This is an optimization exercise on Yosys and OpenROAD, whose aim is small area, not a production implementation. The RTL was checked by simulation tests, not by an equivalence proof against the original design. The clock port is modelled as an ideal driver, which makes a skipped or thinned clock tree look cheaper than it is; a real chip needs a root buffer or a tree. Power is estimated from default activity; no workload was simulated.

==> inputs of job 7841 <==
## fu_ctrl
module fu_ctrl #(
    parameter int unsigned MUL_LAT = fu_ctrl_pkg::DEF_MUL_LAT,
    parameter int unsigned DIV_LAT = fu_ctrl_pkg::DEF_DIV_LAT
) (
    input  logic      clk,
    input  logic      rst,
    input  fu_ctrl_pkg::inst_t     inst,
    input  logic      valid_id,
    input  logic      cmp_res_fu,
    output logic      issue_ready,
    output logic      branch_ctrl,
    output logic      reg_id_flush,
    output fu_ctrl_pkg::imm_sel_e  imm_sel,
    output fu_ctrl_pkg::alu_op_e   alu_op,
    output fu_ctrl_pkg::jump_op_e  jump_op,
    output logic      alu_src_a,
    output logic      alu_src_b,
    output logic      mem_we,
    output logic      alu_en,
    output logic      mem_en,
    output logic      mul_en,
    output logic      div_en,
    output logic      jump_en,
    output fu_ctrl_pkg::fu_e       write_sel,
    output fu_ctrl_pkg::reg_addr_t rd_ctrl,
    output logic      reg_write
);
    logic c_alu, c_mem, c_mul, c_div, c_jmp;
    inst_decode u_decode (
        .inst, .c_alu, .c_mem, .c_mul, .c_div, .c_jmp,
        .imm_sel, .alu_op, .jump_op, .alu_src_a, .alu_src_b, .mem_we
    );
    logic [4:0] rd, rs1, rs2;
    assign rd  = inst[11:7];
    assign rs1 = inst[19:15];
    assign rs2 = inst[24:20];
    logic [1:0] lu;                     
    logic       e1;                     
    logic       pj, pm, pw;             
    logic       l_alu, l_mem, l_jmp, p2_mem, p2_jmp, p2_w;
  ...
==> module fu_ctrl, before the edit <==
module fu_ctrl #(
    parameter int unsigned MUL_LAT = fu_ctrl_pkg::DEF_MUL_LAT,
    parameter int unsigned DIV_LAT = fu_ctrl_pkg::DEF_DIV_LAT
) (
    input  logic      clk,
    input  logic      rst,
    input  fu_ctrl_pkg::inst_t     inst,
    input  logic      valid_id,
    input  logic      cmp_res_fu,
    output logic      issue_ready,
    output logic      branch_ctrl,
    output logic      reg_id_flush,
    output fu_ctrl_pkg::imm_sel_e  imm_sel,
    output fu_ctrl_pkg::alu_op_e   alu_op,
    output fu_ctrl_pkg::jump_op_e  jump_op,
    output logic      alu_src_a,
    output logic      alu_src_b,
    output logic      mem_we,
    output logic      alu_en,
    output logic      mem_en,
    output logic      mul_en,
    output logic      div_en,
    output logic      jump_en,
    output fu_ctrl_pkg::fu_e       write_sel,
    output fu_ctrl_pkg::reg_addr_t rd_ctrl,
    output logic      reg_write
);
    logic c_alu, c_mem, c_mul, c_div, c_jmp;
    inst_decode u_decode (
        .inst, .c_alu, .c_mem, .c_mul, .c_div, .c_jmp,
        .imm_sel, .alu_op, .jump_op, .alu_src_a, .alu_src_b, .mem_we
    );
    logic [4:0] rd, rs1, rs2;
    assign rd  = inst[11:7];
    assign rs1 = inst[19:15];
    assign rs2 = inst[24:20];
    logic [1:0] lu;                     
    logic       e1;                     
    logic       pj, pm, pw;             
    logic       l_alu, l_mem, l_jmp, p2_mem, p2_jmp, p2_w;
    logic [4:0] x1, x0;                 
    logic [2:0] mc;                     
    logic [4:0] dc;                     
    logic [4:0] mul_d, div_d;
    logic       flush_pending;
    assign l_alu  = lu == 2'd1;
    assign l_mem  = lu == 2'd2;
    assign l_jmp  = lu == 2'd3;
    assign p2_mem = pm && !pj;
    assign p2_jmp = pj;
    assign p2_w   = pw;
    assign flush_pending = pj && pm;   
    assign branch_ctrl  = l_jmp && (e1 || cmp_res_fu);
    assign reg_id_flush = branch_ctrl;
    logic d_busy, d_p0, d_p1, d_p2, d_p7, d_ge1, d_ge2, d_ge7;
    assign d_busy = dc[4] || dc[3] || dc[1];
    assign d_p0   = dc[4] && !dc[3] && !dc[2] && !dc[0];
    assign d_p1   = !dc[4] && dc[3] && !dc[2] && !dc[1];
    assign d_p2   = !dc[3] && dc[2] && !dc[1] && !dc[0];
    assign d_p7   = !dc[4] && dc[3] && dc[2] && dc[1] && !dc[0];
    assign d_ge1  = dc[3] || dc[2] || dc[0];
    assign d_ge2  = dc[2] || dc[1] || dc[0] || (dc[4] && dc[3]);
    assign d_ge7  = (dc[4] && dc[3] && !dc[1] && !dc[0]) || (!dc[2] && dc[0]) ||
                    (dc[2] && dc[1]) || (!dc[4] && dc[2]);
    logic m_busy, m_p0, m_p1, m_p2, m_ge1, m_ge2;
    assign m_busy = mc != 3'd0;
    assign m_p0   = mc == 3'b100;
    assign m_p1   = mc == 3'b110;
    assign m_p2   = mc == 3'b111;
    assign m_ge1  = mc[1] || mc[0];
    assign m_ge2  = mc[0] || (mc[1] && !mc[2]);
    logic raw1, raw2;
    assign raw1 = rs1 != '0 && ((e1 && x1 == rs1) || (p2_w && x0 == rs1) ||
                                (m_busy && mul_d == rs1) || (d_busy && div_d == rs1));
    assign raw2 = rs2 != '0 && ((e1 && x1 == rs2) || (p2_w && x0 == rs2) ||
                                (m_busy && mul_d == rs2) || (d_busy && div_d == rs2));
    logic wm, wd;
    assign wm = rd != '0 && mul_d == rd;
    assign wd = rd != '0 && div_d == rd;
    logic hz_alu, hz_mj, hz_mem, hz_jmp, hz_mul, hz_div, hazard, issue;
    assign hz_alu = lu[1] || m_p1 || d_p1 ||
                    (wm && m_ge1) || (wd && d_ge1);
    assign hz_mj  = m_p2 || d_p2 || (wm && m_ge2) || (wd && d_ge2);
    assign hz_mem = l_mem || hz_mj;
    assign hz_jmp = l_jmp || hz_mj;
    assign hz_mul = m_ge1 || d_p7 || (wd && d_ge7);
    assign hz_div = d_ge1;
    assign hazard = ((c_alu || c_mem || c_mul || c_div || c_jmp) && (raw1 || raw2)) ||
                    (c_alu && hz_alu) || (c_mem && hz_mem) || (c_jmp && hz_jmp) ||
                    (c_mul && hz_mul) || (c_div && hz_div);
    assign issue_ready = !hazard || branch_ctrl;
    assign issue = valid_id && !hazard && !branch_ctrl && !flush_pending;
    assign alu_en  = issue && c_alu;
    assign mem_en  = issue && c_mem;
    assign mul_en  = issue && c_mul;
    assign div_en  = issue && c_div;
    assign jump_en = issue && c_jmp;
    logic wr;
    assign wr = !(inst[5] && !inst[4] && !inst[2]);
    logic       wb_mul, wb_div;
    assign wb_mul = m_p0;
    assign wb_div = d_p0;
    always_ff @(posedge clk or posedge rst) begin
        if (rst) begin
            lu            <= 2'd0;
            e1            <= 1'b0;
            pj            <= 1'b0;
            pm            <= 1'b0;
            pw            <= 1'b0;
            mc            <= '0;
            dc            <= '0;
            write_sel     <= fu_ctrl_pkg::FU_NONE;
            rd_ctrl       <= '0;
            reg_write     <= 1'b0;
        end else begin
            lu            <= {mem_en || jump_en, alu_en || jump_en};
            e1            <= alu_en || ((mem_en || jump_en) && wr);
            pj            <= l_jmp;
            pm            <= l_mem || branch_ctrl;
            pw            <= e1 && lu[1];
            mc            <= mul_en ? 3'b001 : {mc[1:0], (mc[2] ^ mc[1]) && !m_p0};
            dc            <= div_en ? 5'b10110 : {dc[3:0], (dc[4] ^ dc[2]) && !d_p0};
            write_sel     <= fu_ctrl_pkg::fu_e'({wb_div || p2_jmp, p2_mem || wb_mul,
                                                 l_alu || wb_mul || p2_jmp});
            rd_ctrl       <= ({5{l_alu}} & x1) | ({5{p2_w}} & x0) |
                             ({5{wb_mul}} & mul_d) | ({5{wb_div}} & div_d);
            reg_write     <= l_alu || p2_w || wb_mul || wb_div;
        end
    end
    always_ff @(posedge clk) begin
        x1 <= rd;
        x0 <= x1;
        if (mul_en) mul_d <= rd;
        if (div_en) div_d <= rd;
    end
endmodule
clock: 9.0 ns
lec_check: 0
cap_margin: 0
core_margin: 2
core_utilization: 40
slew_margin: 0
standard.sh (not shown) runs the stock make flow with config.mk's settings and CLKGATE_MAP_FILE= SYNTH_SCRIPT=/design/flow/synth_recipe.tcl, a recipe that flattens the netlist after the stock synthesis.
==> flow/flow/run.sh <==
#!/bin/bash
# Standard layout, except: synthesis maps the logic with an area-oriented ABC
# script (best of several seeds), the ports get the smallest buffer, CTS adds
# no dummy clock loads, and the root clock buffer is removed after CTS.
set -euo pipefail
cd "$(dirname "$0")/.."
export MY_WORK=$(pwd)
export MY_ABC_SCRIPT=$MY_WORK/flow/abc_area.script
export MY_ABC_SEEDS="1 2 3 4 5 6 7 8 9 10 11 12"
export BUFFER_PORTS_ARGS="-buffer_cell sky130_fd_sc_hd__buf_1"
export CTS_ARGS="-sink_clustering_enable -repair_clock_nets -dont_use_dummy_load"
export POST_CTS_TCL=$MY_WORK/flow/post_cts.tcl
bash standard.sh SYNTH_SCRIPT=$MY_WORK/flow/synth.tcl finish > standard_flow.log 2>&1
==> flow/flow/abc_area.script <==
strash
&get -n
&st
&deepsyn -T 20 -S @SEED@
&nf -R 1000 -p
&put
topo
dnsize -c
==> flow/flow/post_cts.tcl <==
set blk [ord::get_db_block]
set root [$blk findInst clkbuf_0_clk]
if { $root ne "NULL" } {
  set in_net [[$root findITerm A] getNet]
  set out_net [[$root findITerm X] getNet]
  set loads {}
  foreach it [$out_net getITerms] {
    if { [$it getInst] ne $root } { lappend loads $it }
  }
  if { [llength $loads] <= 4 && [llength [$in_net getITerms]] == 1 } {
    foreach it $loads {
      $it disconnect
      $it connect $in_net
    }
    [$root findITerm A] disconnect
    [$root findITerm X] disconnect
    odb::dbInst_destroy $root
    odb::dbNet_destroy $out_net
    puts "post_cts: root clock buffer removed, the clock port drives [llength $loads] leaf buffers"
  } else {
    replace_cell [get_cells clkbuf_0_clk] sky130_fd_sc_hd__clkbuf_2
    detailed_placement
    puts "post_cts: root clock buffer is now [[$root getMaster] getName]"
  }
  estimate_parasitics -placement
  report_clock_skew
}
==> flow/flow/synth.tcl <==
# The standard synthesis script, with the combinational mapping done by an
# area-oriented ABC script (flow/abc_area.script, @SEED@ replaced by a seed)
# instead of the speed script. The mapping is tried with several seeds and the
# smallest result is kept.
proc abc {args} {
  set i [lsearch -exact $args -script]
  set lib [lindex $args [expr {[lsearch -exact $args -liberty] + 1}]]
  set tmpl [read [set f [open $::env(MY_ABC_SCRIPT)]]]; close $f
  yosys design -save pre_abc
  set best ""
  foreach seed $::env(MY_ABC_SEEDS) {
    yosys design -load pre_abc
    set sf $::env(MY_WORK)/abc_seed_$seed.script
    set f [open $sf w]; puts -nonewline $f [string map [list @SEED@ $seed] $tmpl]; close $f
    set a $args
    if { $i >= 0 } { lset a [expr {$i + 1}] $sf }
    yosys abc {*}$a
    yosys tee -q -o $::env(MY_WORK)/abc_seed_$seed.stat stat -liberty $lib
    set f [open $::env(MY_WORK)/abc_seed_$seed.stat]; set txt [read $f]; close $f
    regexp {Chip area for module[^:]*:\s*([0-9.]+)} $txt -> area
    puts "abc seed $seed: area $area"
    if { $best eq "" || $area < $best } {
      set best $area
      yosys design -save best_abc
    }
  }
  yosys design -load best_abc
  puts "abc kept area $best"
}
source $::env(MY_WORK)/synth_recipe.tcl
==> job 8104: changes against job 7841 <==
--- a/flow/design.v
+++ b/flow/design.v
@@ -169,6 +169,3 @@
 `timescale 1ns/1ps
-module fu_ctrl #(
-    parameter int unsigned MUL_LAT = fu_ctrl_pkg::DEF_MUL_LAT,
-    parameter int unsigned DIV_LAT = fu_ctrl_pkg::DEF_DIV_LAT
-) (
+module fu_ctrl (
     input  logic      clk,
==> job 9145: changes against job 7841 <==
--- a/flow/design.v
+++ b/flow/design.v
@@ -169,6 +169,3 @@
 `timescale 1ns/1ps
-module fu_ctrl #(
-    parameter int unsigned MUL_LAT = fu_ctrl_pkg::DEF_MUL_LAT,
-    parameter int unsigned DIV_LAT = fu_ctrl_pkg::DEF_DIV_LAT
-) (
+module fu_ctrl (
     input  logic      clk,
@@ -223,24 +220,7 @@
     assign reg_id_flush = branch_ctrl;
-    logic d_busy, d_p0, d_p1, d_p2, d_p7, d_ge1, d_ge2, d_ge7;
-    assign d_busy = dc[4] || dc[3] || dc[1];
-    assign d_p0   = dc[4] && !dc[3] && !dc[2] && !dc[0];
-    assign d_p1   = !dc[4] && dc[3] && !dc[2] && !dc[1];
-    assign d_p2   = !dc[3] && dc[2] && !dc[1] && !dc[0];
-    assign d_p7   = !dc[4] && dc[3] && dc[2] && dc[1] && !dc[0];
-    assign d_ge1  = dc[3] || dc[2] || dc[0];
-    assign d_ge2  = dc[2] || dc[1] || dc[0] || (dc[4] && dc[3]);
-    assign d_ge7  = (dc[4] && dc[3] && !dc[1] && !dc[0]) || (!dc[2] && dc[0]) ||
-                    (dc[2] && dc[1]) || (!dc[4] && dc[2]);
-    logic m_busy, m_p0, m_p1, m_p2, m_ge1, m_ge2;
-    assign m_busy = mc != 3'd0;
-    assign m_p0   = mc == 3'b100;
-    assign m_p1   = mc == 3'b110;
-    assign m_p2   = mc == 3'b111;
-    assign m_ge1  = mc[1] || mc[0];
-    assign m_ge2  = mc[0] || (mc[1] && !mc[2]);
     logic raw1, raw2;
     assign raw1 = rs1 != '0 && ((e1 && x1 == rs1) || (p2_w && x0 == rs1) ||
-                                (m_busy && mul_d == rs1) || (d_busy && div_d == rs1));
+                                (mc != '0 && mul_d == rs1) || (dc != '0 && div_d == rs1));
     assign raw2 = rs2 != '0 && ((e1 && x1 == rs2) || (p2_w && x0 == rs2) ||
-                                (m_busy && mul_d == rs2) || (d_busy && div_d == rs2));
+                                (mc != '0 && mul_d == rs2) || (dc != '0 && div_d == rs2));
     logic wm, wd;
@@ -249,9 +229,9 @@
     logic hz_alu, hz_mj, hz_mem, hz_jmp, hz_mul, hz_div, hazard, issue;
-    assign hz_alu = lu[1] || m_p1 || d_p1 ||
-                    (wm && m_ge1) || (wd && d_ge1);
-    assign hz_mj  = m_p2 || d_p2 || (wm && m_ge2) || (wd && d_ge2);
+    assign hz_alu = lu[1] || mc == 3'd2 || dc == 5'd2 ||
+                    (wm && mc >= 3'd2) || (wd && dc >= 5'd2);
+    assign hz_mj  = mc == 3'd3 || dc == 5'd3 || (wm && mc >= 3'd4) || (wd && dc >= 5'd4);
     assign hz_mem = l_mem || hz_mj;
     assign hz_jmp = l_jmp || hz_mj;
-    assign hz_mul = m_ge1 || d_p7 || (wd && d_ge7);
-    assign hz_div = d_ge1;
+    assign hz_mul = mc >= 3'd2 || dc == 5'd8 || (wd && dc >= 5'd8);
+    assign hz_div = dc >= 5'd2;
     assign hazard = ((c_alu || c_mem || c_mul || c_div || c_jmp) && (raw1 || raw2)) ||
@@ -269,4 +249,4 @@
     logic       wb_mul, wb_div;
-    assign wb_mul = m_p0;
-    assign wb_div = d_p0;
+    assign wb_mul = mc == 3'd1;
+    assign wb_div = dc == 5'd1;
     always_ff @(posedge clk or posedge rst) begin
@@ -289,4 +269,4 @@
             pw            <= e1 && lu[1];
-            mc            <= mul_en ? 3'b001 : {mc[1:0], (mc[2] ^ mc[1]) && !m_p0};
-            dc            <= div_en ? 5'b10110 : {dc[3:0], (dc[4] ^ dc[2]) && !d_p0};
+            mc            <= mul_en ? 3'd7 : (mc - (mc != '0 ? 3'd1 : 3'd0));
+            dc            <= div_en ? 5'd24 : (dc - (dc != '0 ? 5'd1 : 5'd0));
             write_sel     <= fu_ctrl_pkg::fu_e'({wb_div || p2_jmp, p2_mem || wb_mul,
==> flow/flow/run.sh (replaced) <==
#!/bin/bash
# Standard layout, except: an area-oriented ABC script in synthesis, the smallest
# buffer on the ports, and no dummy clock loads.
set -euo pipefail
cd "$(dirname "$0")/.."
export MY_WORK=$(pwd)
export MY_ABC_SCRIPT=$MY_WORK/flow/abc_area.script
export BUFFER_PORTS_ARGS="-buffer_cell sky130_fd_sc_hd__buf_1"
export CTS_ARGS="-sink_clustering_enable -repair_clock_nets -dont_use_dummy_load"
bash standard.sh SYNTH_SCRIPT=$MY_WORK/flow/synth.tcl finish > standard_flow.log 2>&1
==> flow/flow/abc_area.script (replaced) <==
strash
&get -n
&st
&deepsyn -T 20
&nf -R 1000 -p
&put
topo
dnsize -c
==> flow/flow/synth.tcl (replaced) <==
# The standard synthesis script, with the combinational mapping done by an
# area-oriented ABC script (flow/abc_area.script) instead of the speed script.
proc abc {args} {
  set i [lsearch -exact $args -script]
  if { $i >= 0 } { lset args [expr {$i + 1}] $::env(MY_ABC_SCRIPT) }
  puts "abc args: $args"
  yosys abc {*}$args
}
source $::env(MY_WORK)/synth_recipe.tcl
removed: flow/flow/post_cts.tcl
==> notes <==
Job 7841 completed with no timing, DRC or antenna violations. Job 8104 ran to the end with no violations. Job 9145 produced a clean layout. In job 8104 the wire length is smaller than in job 9145, by 1.7%. Between job 8104 and job 9145, the lower sequential power is in job 9145 (gap about 1%, measured against job 9145). Worst setup slack: job 7841 is better than job 9145 (4.4 ps). Count of clock-buffer cells in the layout: job 9145 is higher than job 8104 (1). Of job 7841 and job 9145, job 9145 has the higher cell count (gap 3.0%, measured against job 9145).
==> figures <==
Outcome: job 7841 no timing/DRC/antenna violations; job 8104 no timing/DRC/antenna violations; job 9145 no timing/DRC/antenna violations
Vias per std cell: job 7841 6.00; job 8104 6.00; job 9145 5.92
Clk latency of the worst-skew pair: job 7841 140 ps; job 8104 140 ps; job 9145 290 ps
Buffer and inverter count on the worst path: job 7841 3; job 8104 3; job 9145 2
Share of cell area taken by multi-input logic gates: job 7841 43.5%; job 8104 43.5%; job 9145 44.0%
Fraction of synthesized cell area in xor and xnor cells: job 7841 3.57%; job 8104 3.57%; job 9145 4.52%
Wire length per cell after detailed routing: job 7841 16.6 um; job 8104 16.6 um; job 9145 16.4 um
Global routing usage summed across all routing layers: job 7841 21.9%; job 8104 21.9%; job 9145 20.3%
Number of multi-input combinational cells in the layout: job 7841 200; job 8104 200; job 9145 206
Pwr per Cell Area: job 7841 176 nW/um2; job 8104 176 nW/um2; job 9145 182 nW/um2
Clock transition at the register clock pins on the worst setup and hold paths after CTS: job 7841 80 ps; job 8104 80 ps; job 9145 70 ps
Slowest cell on crit path: job 7841 sky130_fd_sc_hd__nand4b_1; job 8104 sky130_fd_sc_hd__nand4b_1; job 9145 sky130_fd_sc_hd__nor2b_1

[separate check: timing with driven ports]
How much do the figures lean on ideal ports? The routed layouts below were timed once more, with nothing changed but the port constraints.
Step 1 sets driving cells, clkbuf_16 on the clock port and buf_2 on the other inputs (assumed; they add their load-dependent delay and slew).
Step 2 times the ports against the registers' clock, not the clock port: input delays grow and output delays shrink by t, the midpoint of the rising clock arrivals with the driver on.
Three values: ideal, step 1, step 2; two values: the first two.
| run | t (ns) | setup WS [ns] | worst setup path at the end | worst data-port slew with drivers (ns) | pins driven straight from the clock port |
|---|---|---|---|---|---|
| job 7841 | 0.190 | 2.284 / 2.261 / 2.261 | input to output | 0.03 | 4 |
| job 8104 | 0.190 | 2.284 / 2.261 / 2.261 | input to output | 0.03 | 4 |
| job 9145 | 0.305 | 2.279 / 2.259 / 2.259 | input to output | 0.04 | 1 |
After both steps every run listed still meets setup and hold.
